This is an optimization exercise on Yosys and OpenROAD, whose aim is small area, a short achievable clock period and few clock cycles, not a production implementation. Function was checked by simulation only, so behaviour that the tests miss may differ from the original. The clock port is modelled as an ideal driver, which makes a skipped or thinned clock tree look cheaper than it is; a real chip needs a root buffer or a tree. No activity file was given, so power comes from the tool's default toggle rates.

== oak ==
==> flow/design.v <==
`timescale 1ns/1ps
module sha256_padder (
	input  logic         clock,
	input  logic         regin_reset,
	input  logic         go,
	input  logic [5:0]   msg_len,
	input  logic [7:0]   mem_data,
	output logic [6:0]   mem_req,
	output logic [511:0] block,
	output logic         pad_rdy
);
	logic       idle;    
	logic       en;      
	logic [5:0] addr;    
	logic       clr;     
	logic       v0;      
	logic       vld;     
	logic       hd;      
	logic [5:0] len;     
	logic       accept;
	logic [7:0] msg [0:54];   
	logic       mark55;       
	assign accept  = go & idle;
	function automatic logic [5:0] dec6(input logic [5:0] x);
		for (int i = 0; i < 6; i++) begin
			dec6[i] = x[i] ^ ~|(x & ((6'd1 << i) - 6'd1));
		end
	endfunction
	assign mem_req = {en, addr};
	always_ff @(posedge clock) begin
		if (regin_reset) begin
			idle    <= 1'b1;
			en      <= 1'b0;
			clr     <= 1'b0;
			v0      <= 1'b0;
			vld     <= 1'b0;
			hd      <= 1'b1;
			pad_rdy <= 1'b0;
		end else begin
			idle    <= (idle & ~go) | ((clr | v0 | vld) & ~en);
			en      <= idle ? (go & (msg_len != 6'd0)) :
			           clr  ? (|len[5:1]) : (en & (addr != 6'd1));
			clr     <= accept;
			v0      <= en & clr;
			vld     <= en & ~clr;
			hd      <= ~accept & ~(en & ~clr);
			pad_rdy <= ((clr | v0 | vld) & ~en) | (pad_rdy & ~go);
		end
	end
	always_ff @(posedge clock) begin
		addr <= idle ? 6'd0 : clr ? dec6(len) : dec6(addr);
	end
	always_ff @(posedge clock) begin
		if (accept) begin
			len <= msg_len;
		end
	end
	always_ff @(posedge clock) begin
		msg[0] <= ({8{v0}} & mem_data) | ({8{clr}} & 8'h80) | ({8{~clr & ~v0}} & msg[0]);
		msg[1] <= ({8{vld}} & mem_data) | ({8{clr & en}} & 8'h80) | ({8{hd}} & msg[1]);
		for (int i = 2; i < 55; i++) begin
			msg[i] <= ({8{vld}} & msg[i - 1]) | ({8{hd}} & msg[i]);
		end
		mark55 <= (vld & msg[54][7]) | (hd & mark55);
	end
	always_comb begin
		block = '0;
		for (int i = 0; i < 55; i++) begin
			block[511 - 8 * i -: 8] = msg[i];
		end
		block[71] = mark55;
		block[8:3] = len;
	end
endmodule
==> flow/config.mk <==
export PLATFORM = sky130hd
export DESIGN_NAME = sha256_padder
export DESIGN_NICKNAME = sha256_padder
export VERILOG_FILES = /design/flow/design.v
export SDC_FILE = /design/flow/constraint.sdc
export NUM_CORES = 4
export LEC_CHECK = 0
export CAP_MARGIN = 20
export CORE_ASPECT_RATIO = 4
export CORE_MARGIN = 2
export CORE_UTILIZATION = 70
export SETUP_SLACK_MARGIN = 2.35
export SLEW_MARGIN = 20
==> flow/constraint.sdc <==
create_clock -name core_clock -period 4.0 [get_ports {clock}]
set_input_delay 0.8000 -clock core_clock [delete_from_list [all_inputs] [get_ports {clock}]]
set_output_delay 0.8000 -clock core_clock [all_outputs]
set_load 0.01 [all_outputs]
standard.sh (not shown) runs the stock make flow with config.mk's settings and CLKGATE_MAP_FILE= SYNTH_SCRIPT=/design/flow/synth_recipe.tcl, a recipe that flattens the netlist after the stock synthesis.
==> flow/flow/run.sh <==
#!/bin/bash
# Layout: the standard flow with these changes.
#  - synthesis runs first, exactly as standard (synth.log);
#  - after synthesis, repair uses no delay cells (dont_use.tcl);
#  - port buffers are buf_1;
#  - flip-flops that drive an output buffer drive only it: their other
#    loads move to the buffer output; repair_design caps fanout (pre_resize.tcl);
#  - the CTS buffer tree is replaced by a two-level inverter tree, and the
#    post-CTS repair runs on that tree (post_cts.tcl).
#  - repair may resize cells to other footprints (MATCH_CELL_FOOTPRINT=0).
#  - one tie cell drives up to 8 constant-0 output ports (tie_merge.tcl, run
#    from pre_resize.tcl).
# The rest of the tools' output goes to standard.log.
set -e
bash standard.sh synth > synth.log 2>&1
F=$PWD/flow
export BUFFER_PORTS_ARGS="-buffer_cell sky130_fd_sc_hd__buf_1"
export PRE_FLOORPLAN_TCL=$F/dont_use.tcl
export FLOW_TIE_GROUP=8
export PRE_RESIZE_TCL=$F/pre_resize.tcl
export PRE_CTS_TCL=$F/dont_use.tcl
export POST_CTS_TCL=$F/post_cts.tcl
export PRE_GLOBAL_ROUTE_TCL=$F/dont_use.tcl
export FLOW_MAX_FANOUT=16
bash standard.sh SKIP_CTS_REPAIR_TIMING=1 MATCH_CELL_FOOTPRINT=0 finish > standard.log 2>&1
Other scripts of this flow, unchanged in this note and not shown: flow/flow/dont_use.tcl, flow/flow/inv_tree.tcl, flow/flow/post_cts.tcl, flow/flow/pre_resize.tcl, flow/flow/tie_merge.tcl
Looking at the reports, oak completed the entire flow and the layout it produced met the timing, design-rule and antenna checks.
Testbench counts of oak, summed over its fixed seeds: cycles 15,553.
The following lists how pine was set up differently from oak:
diff --git a/flow/config.mk b/flow/config.mk
--- a/flow/config.mk
+++ b/flow/config.mk
@@ -10,4 +10,4 @@
 export CORE_MARGIN = 2
-export CORE_UTILIZATION = 70
-export SETUP_SLACK_MARGIN = 2.35
+export CORE_UTILIZATION = 80
+export SETUP_SLACK_MARGIN = 2.4
 export SLEW_MARGIN = 20
==> summary.txt <==
- The log for pine ends in 5_1_grt with error GRT-0116, so the run never completed.
- Sort pine and oak by cell row count, descending, and oak comes first.
- The lower post-placement setup slack came out of pine.
- From pine to oak, cell count after synthesis did not move at all.
Input changes introduced in birch (baseline for comparison: pine):
diff --git a/flow/config.mk b/flow/config.mk
--- a/flow/config.mk
+++ b/flow/config.mk
@@ -10,4 +10,4 @@
 export CORE_MARGIN = 2
-export CORE_UTILIZATION = 80
-export SETUP_SLACK_MARGIN = 2.4
+export CORE_UTILIZATION = 70
+export SETUP_SLACK_MARGIN = 2.3
 export SLEW_MARGIN = 20
[summary]
- birch: flow completed, timing, DRC and antenna clean
- Changes observed in birch relative to pine: placement row count picked up an extra about 7%; weighted congestion at the end of routability-driven global placement lost 0.048; number of ports placed on the die boundary neither gained nor lost much; placed cell area picked up an extra 0.55%; post-detailed-placement half-perimeter wirelength lost about 4%.
Input changes introduced in maple (baseline for comparison: birch):
diff --git a/flow/flow/run.sh b/flow/flow/run.sh
--- a/flow/flow/run.sh
+++ b/flow/flow/run.sh
@@ -12,2 +12,3 @@
 #    from pre_resize.tcl).
+#  - output buffers sit next to the flip-flops that drive them (post_dp.tcl).
 # The rest of the tools' output goes to standard.log.
@@ -20,2 +21,3 @@
 export PRE_RESIZE_TCL=$F/pre_resize.tcl
+export POST_DETAIL_PLACE_TCL=$F/post_dp.tcl
 export PRE_CTS_TCL=$F/dont_use.tcl
==> flow/flow/post_dp.tcl (new file) <==
# After detailed placement: put each output port buffer that is driven by a
# flip-flop right next to that flip-flop, so the buffer, not the flip-flop,
# drives the wire to the pin; then legalize again.
set block [ord::get_db_block]
set moved 0
foreach bt [$block getBTerms] {
  if {[$bt getIoType] != "OUTPUT"} { continue }
  set pnet [$bt getNet]
  if {$pnet == "NULL"} { continue }
  set drv ""
  foreach it [$pnet getITerms] { if {[$it isOutputSignal]} { set drv $it } }
  if {$drv == ""} { continue }
  set buf [$drv getInst]
  if {![string match "sky130_fd_sc_hd__buf_*" [[$buf getMaster] getName]]} { continue }
  set in_net [[$buf findITerm A] getNet]
  if {$in_net == "NULL"} { continue }
  set src ""
  foreach it [$in_net getITerms] { if {[$it isOutputSignal]} { set src $it } }
  if {$src == "" || [[$src getMTerm] getName] != "Q"} { continue }
  set ff [$src getInst]
  set loc [$ff getLocation]
  $buf setLocation [expr {[lindex $loc 0] + [[$ff getMaster] getWidth]}] [lindex $loc 1]
  incr moved
}
puts "post_dp: moved $moved output buffers next to their flip-flops"
detailed_placement
optimize_mirroring
check_placement -verbose
estimate_parasitics -placement
diff --git a/flow/config.mk b/flow/config.mk
--- a/flow/config.mk
+++ b/flow/config.mk
@@ -11,3 +11,3 @@
 export CORE_UTILIZATION = 70
-export SETUP_SLACK_MARGIN = 2.3
+export SETUP_SLACK_MARGIN = 2.55
 export SLEW_MARGIN = 20
## What came out
maple | ERROR | 5_1_grt. Taking maple as 1.0, birch lands at 1.05 on detailed placement HPWL. For post-placement cell count, maple and birch come out practically identical. Delta(pre-CTS worst setup slack, maple - birch) < 0. Compare birch and maple | final RePlAce weighted congestion lower: birch. Re die height: no difference whatsoever between birch and maple.
[inputs] cedar vs maple
diff --git a/flow/config.mk b/flow/config.mk
--- a/flow/config.mk
+++ b/flow/config.mk
@@ -11,3 +11,3 @@
 export CORE_UTILIZATION = 70
-export SETUP_SLACK_MARGIN = 2.55
+export SETUP_SLACK_MARGIN = 2.5
 export SLEW_MARGIN = 20
Findings:
Xor and xnor fraction of the mapped netlist area came out exactly the same in cedar and maple.
[compare] base=maple new=cedar: final weighted congestion of routability-driven global placement down 9.1%, instance area after placement flat, synthesized-area fraction occupied by ao, oa, aoi and oai cells flat, netlist area before placement flat.
For initial standard-cell utilization of the core, cedar and maple come out practically identical.
cedar finished every step from synthesis to the final layout, and the layout passed the timing, design-rule and antenna checks.
Relative to maple, half-perimeter wire length after detailed placement has decreased by 430 µm in cedar.
Relative to maple, post-placement setup slack has increased by 0.46 ns in cedar.
In oak, birch and cedar the design's own scripts or RTL, not TritonCTS, make the clock network.

* * *

RTL: the design.v shown in full above, as it stands there.
Settings: LEC_CHECK=0, CAP_MARGIN=20, CORE_ASPECT_RATIO=4, CORE_MARGIN=2, CORE_UTILIZATION=70, SETUP_SLACK_MARGIN=2.45, SLEW_MARGIN=20; clock period 4.0 ns.
==> flow/flow/run.sh <==
#!/bin/bash
# Layout: the standard flow with these changes.
#  - synthesis runs first, exactly as standard (synth.log);
#  - after synthesis, repair uses no delay cells (dont_use.tcl);
#  - port buffers are buf_1;
#  - flip-flops that drive an output buffer drive only it: their other
#    loads move to the buffer output; repair_design caps fanout (pre_resize.tcl);
#  - the CTS buffer tree is replaced by a two-level inverter tree, and the
#    post-CTS repair runs on that tree (post_cts.tcl).
#  - repair may resize cells to other footprints (MATCH_CELL_FOOTPRINT=0).
#  - one tie cell drives up to 8 constant-0 output ports (tie_merge.tcl, run
#    from pre_resize.tcl).
# The rest of the tools' output goes to standard.log.
set -e
bash standard.sh synth > synth.log 2>&1
F=$PWD/flow
export BUFFER_PORTS_ARGS="-buffer_cell sky130_fd_sc_hd__buf_1"
export PRE_FLOORPLAN_TCL=$F/dont_use.tcl
export FLOW_TIE_GROUP=8
export PRE_RESIZE_TCL=$F/pre_resize.tcl
export PRE_CTS_TCL=$F/dont_use.tcl
export POST_CTS_TCL=$F/post_cts.tcl
export PRE_GLOBAL_ROUTE_TCL=$F/dont_use.tcl
export FLOW_MAX_FANOUT=16
bash standard.sh SKIP_CTS_REPAIR_TIMING=1 MATCH_CELL_FOOTPRINT=0 finish > standard.log 2>&1
==> flow/flow/pre_resize.tcl <==
# Before repair_design:
#  - a flip-flop that drives an output port's buffer hands its other loads to
#    the buffer's output, so the flip-flop itself drives only the buffer;
#  - cap the fanout so the wide control nets (shift and hold selects of the
#    block register) get buffer trees.
source [file dirname [info script]]/dont_use.tcl
source [file dirname [info script]]/tie_merge.tcl

set block [ord::get_db_block]
set moved 0
foreach bt [$block getBTerms] {
  if {[$bt getIoType] != "OUTPUT"} { continue }
  set pnet [$bt getNet]
  if {$pnet == "NULL"} { continue }
  set drv ""
  foreach it [$pnet getITerms] { if {[$it isOutputSignal]} { set drv $it } }
  if {$drv == ""} { continue }
  set buf [$drv getInst]
  if {![string match "sky130_fd_sc_hd__buf_*" [[$buf getMaster] getName]]} { continue }
  set in_net [[$buf findITerm A] getNet]
  if {$in_net == "NULL" || [llength [$in_net getBTerms]] > 0} { continue }
  set src ""
  foreach it [$in_net getITerms] { if {[$it isOutputSignal]} { set src $it } }
  if {$src == "" || [[$src getMTerm] getName] != "Q"} { continue }
  foreach it [$in_net getITerms] {
    if {$it == $src || [$it getInst] == $buf} { continue }
    $it disconnect
    $it connect $pnet
    incr moved
  }
}
puts "pre_resize: moved $moved loads behind output buffers"

set_max_fanout $::env(FLOW_MAX_FANOUT) [current_design]
Other scripts of this flow, unchanged in this note and not shown: flow/flow/dont_use.tcl, flow/flow/inv_tree.tcl, flow/flow/post_cts.tcl, flow/flow/tie_merge.tcl
Testbench counts at the start, summed over its fixed seeds: cycles 15,553.
Change:
--- a/flow/flow/run.sh
+++ b/flow/flow/run.sh
@@ -11,4 +11,5 @@
 #  - one tie cell drives up to 8 constant-0 output ports (tie_merge.tcl, run
 #    from pre_resize.tcl).
+#  - output buffers sit next to the flip-flops that drive them (post_dp.tcl).
 # The rest of the tools' output goes to standard.log.
 set -e
@@ -19,4 +20,5 @@
 export FLOW_TIE_GROUP=8
 export PRE_RESIZE_TCL=$F/pre_resize.tcl
+export POST_DETAIL_PLACE_TCL=$F/post_dp.tcl
 export PRE_CTS_TCL=$F/dont_use.tcl
 export POST_CTS_TCL=$F/post_cts.tcl
==> flow/flow/post_dp.tcl (new file) <==
# After detailed placement: put each output port buffer that is driven by a
# flip-flop right next to that flip-flop, so the buffer, not the flip-flop,
# drives the wire to the pin; then legalize again.
set block [ord::get_db_block]
set moved 0
foreach bt [$block getBTerms] {
  if {[$bt getIoType] != "OUTPUT"} { continue }
  set pnet [$bt getNet]
  if {$pnet == "NULL"} { continue }
  set drv ""
  foreach it [$pnet getITerms] { if {[$it isOutputSignal]} { set drv $it } }
  if {$drv == ""} { continue }
  set buf [$drv getInst]
  if {![string match "sky130_fd_sc_hd__buf_*" [[$buf getMaster] getName]]} { continue }
  set in_net [[$buf findITerm A] getNet]
  if {$in_net == "NULL"} { continue }
  set src ""
  foreach it [$in_net getITerms] { if {[$it isOutputSignal]} { set src $it } }
  if {$src == "" || [[$src getMTerm] getName] != "Q"} { continue }
  set ff [$src getInst]
  set loc [$ff getLocation]
  $buf setLocation [expr {[lindex $loc 0] + [[$ff getMaster] getWidth]}] [lindex $loc 1]
  incr moved
}
puts "post_dp: moved $moved output buffers next to their flip-flops"
detailed_placement
optimize_mirroring
check_placement -verbose
estimate_parasitics -placement
Settings changed: SETUP_SLACK_MARGIN 2.45 to 2.4.
Result: Combinational power is lower by a few percent. Power is lower slightly. Worst setup slack gets worse by 13 ps. Register-to-register slack is about the same. Worst hold slack stays flat. Design area is lower by a few percent.
Change:
--- a/flow/flow/run.sh
+++ b/flow/flow/run.sh
@@ -5,5 +5,6 @@
 #  - port buffers are buf_1;
 #  - flip-flops that drive an output buffer drive only it: their other
-#    loads move to the buffer output; repair_design caps fanout (pre_resize.tcl);
+#    loads move to the buffer output; wide nets get balanced buffer trees,
+#    repair_design caps fanout (pre_resize.tcl);
 #  - the CTS buffer tree is replaced by a two-level inverter tree, and the
 #    post-CTS repair runs on that tree (post_cts.tcl).
@@ -24,4 +25,4 @@
 export POST_CTS_TCL=$F/post_cts.tcl
 export PRE_GLOBAL_ROUTE_TCL=$F/dont_use.tcl
-export FLOW_MAX_FANOUT=16
+export FLOW_MAX_FANOUT=40
 bash standard.sh SKIP_CTS_REPAIR_TIMING=1 MATCH_CELL_FOOTPRINT=0 finish > standard.log 2>&1
==> flow/flow/ftree.tcl (new file) <==
# Wide nets (the shift and hold selects of the block register) get a
# one-level buffer tree: the loads are split by recursive bisection of their
# positions into 2^FLOW_FTREE_LEVELS equal groups, each driven by one buffer
# at its centroid. Uses itree_bisect / itree_centroid from inv_tree.tcl.
source [file dirname [info script]]/inv_tree.tcl

proc ftree_build {min_loads levels buf_name} {
  set db [ord::get_db]
  set block [ord::get_db_block]
  set bm [$db findMaster $buf_name]
  set wide {}
  foreach net [$block getNets] {
    if {[$net getSigType] != "SIGNAL"} { continue }
    if {[llength [$net getBTerms]] > 0} { continue }
    if {[llength [$net getITerms]] <= $min_loads} { continue }
    set is_clock 0
    foreach it [$net getITerms] {
      if {[[$it getMTerm] getName] == "CLK"} { set is_clock 1; break }
    }
    if {!$is_clock} { lappend wide $net }
  }
  set k 0
  foreach net $wide {
    set items {}
    set drv ""
    foreach it [$net getITerms] {
      if {[$it isOutputSignal]} { set drv $it; continue }
      set bb [[$it getInst] getBBox]
      lappend items [list [expr {([$bb xMin] + [$bb xMax]) / 2}] [expr {([$bb yMin] + [$bb yMax]) / 2}] $it]
    }
    if {$drv == ""} { continue }
    set groups [itree_bisect $items $levels]
    foreach grp $groups {
      set c [itree_centroid $grp]
      set inst [odb::dbInst_create $block $bm "ftree_buf_$k"]
      set sub [odb::dbNet_create $block "ftree_net_$k"]
      foreach s $grp {
        set it [lindex $s 2]
        $it disconnect
        $it connect $sub
      }
      [$inst findITerm A] connect $net
      [$inst findITerm X] connect $sub
      $inst setLocation [lindex $c 0] [lindex $c 1]
      $inst setPlacementStatus PLACED
      incr k
    }
    puts "ftree: [$net getName] [llength $items] loads -> [llength $groups] buffers"
  }
}
--- a/flow/flow/pre_resize.tcl
+++ b/flow/flow/pre_resize.tcl
@@ -2,6 +2,6 @@
 #  - a flip-flop that drives an output port's buffer hands its other loads to
 #    the buffer's output, so the flip-flop itself drives only the buffer;
-#  - cap the fanout so the wide control nets (shift and hold selects of the
-#    block register) get buffer trees.
+#  - the wide control nets (shift and hold selects of the block register) get
+#    a balanced buffer tree (ftree.tcl), and fanout is capped for the rest.
 source [file dirname [info script]]/dont_use.tcl
 source [file dirname [info script]]/tie_merge.tcl
@@ -32,3 +32,6 @@
 puts "pre_resize: moved $moved loads behind output buffers"
 
+source [file dirname [info script]]/ftree.tcl
+ftree_build 100 4 sky130_fd_sc_hd__buf_4
+
 set_max_fanout $::env(FLOW_MAX_FANOUT) [current_design]
=> The new run went through all stages and came out clean; total power is higher by about 0.54%; fmax hardly moves; hold slack is better by 42 ps; setup slack is about the same; final area is higher by 1.0%; synthesized cell count stays the same; flip-flop and latch count is unchanged; wire length is higher by 2.0%.
Change:
Settings changed: SETUP_SLACK_MARGIN 2.4 to 2.5.
The new run finished clean. Setup slack improved by 5.1 ps. Combinational power grows by 12%. Routed wire length climbs by 16%. Die area stays the same. Register-to-register slack improved by 20 ps. Cell area goes up by 5.8%. Hold slack is worse by 41 ps. Synthesized cell count stays the same. Fmax increases by 0.32%. Clock skew rises by 8.5 ps. Via count rose by 8.2%.
In every run of this note, the design's own scripts or RTL, not TritonCTS, make the clock network.

static timing again, ports no longer ideal:
The flow's constraints put no driver on any port. The routed layouts listed below were extracted and timed again, unchanged, in two steps. Step 1 assumes that a clkbuf_16 drives the clock port and a buf_2 every other input. Step 2 adds t to the input delays and takes it off the output delays; t is the mean of the earliest and latest rising clock arrival at the registers after step 1. Input paths then give back, and output paths get back, about the clock's delay inside the block. Three values: ideal, step 1, step 2; two values: the first two.
| run | t, ns | setup slack, ns | worst data-port slew with drivers (ns) | cell pins on the clock port's net |
|---|---|---|---|---|
| oak | 0.405 | 2.342 / 2.115 / 2.250 | 0.10 | 4 |
| birch | 0.405 | 2.306 / 2.080 / 2.275 | 0.11 | 4 |
| cedar | 0.415 | 2.401 / 2.210 / 2.288 | 0.07 | 4 |
| the first run of note 2 | 0.406 | 2.420 / 2.193 / 2.267 | 0.11 | 4 |
| the second run of note 2 | 0.403 | 2.407 / 2.182 / 2.296 | 0.12 | 4 |
| the third run of note 2 | 0.408 | 2.404 / 2.179 / 2.277 | 0.11 | 4 |
| the fourth run of note 2 | 0.410 | 2.409 / 2.182 / 2.192 | 0.09 | 4 |
After both steps setup and hold are still met in every run listed. The setup slack of the fourth run of note 2, which loses most, moves by -0.227 ns with the drivers and by -0.217 ns with both steps.
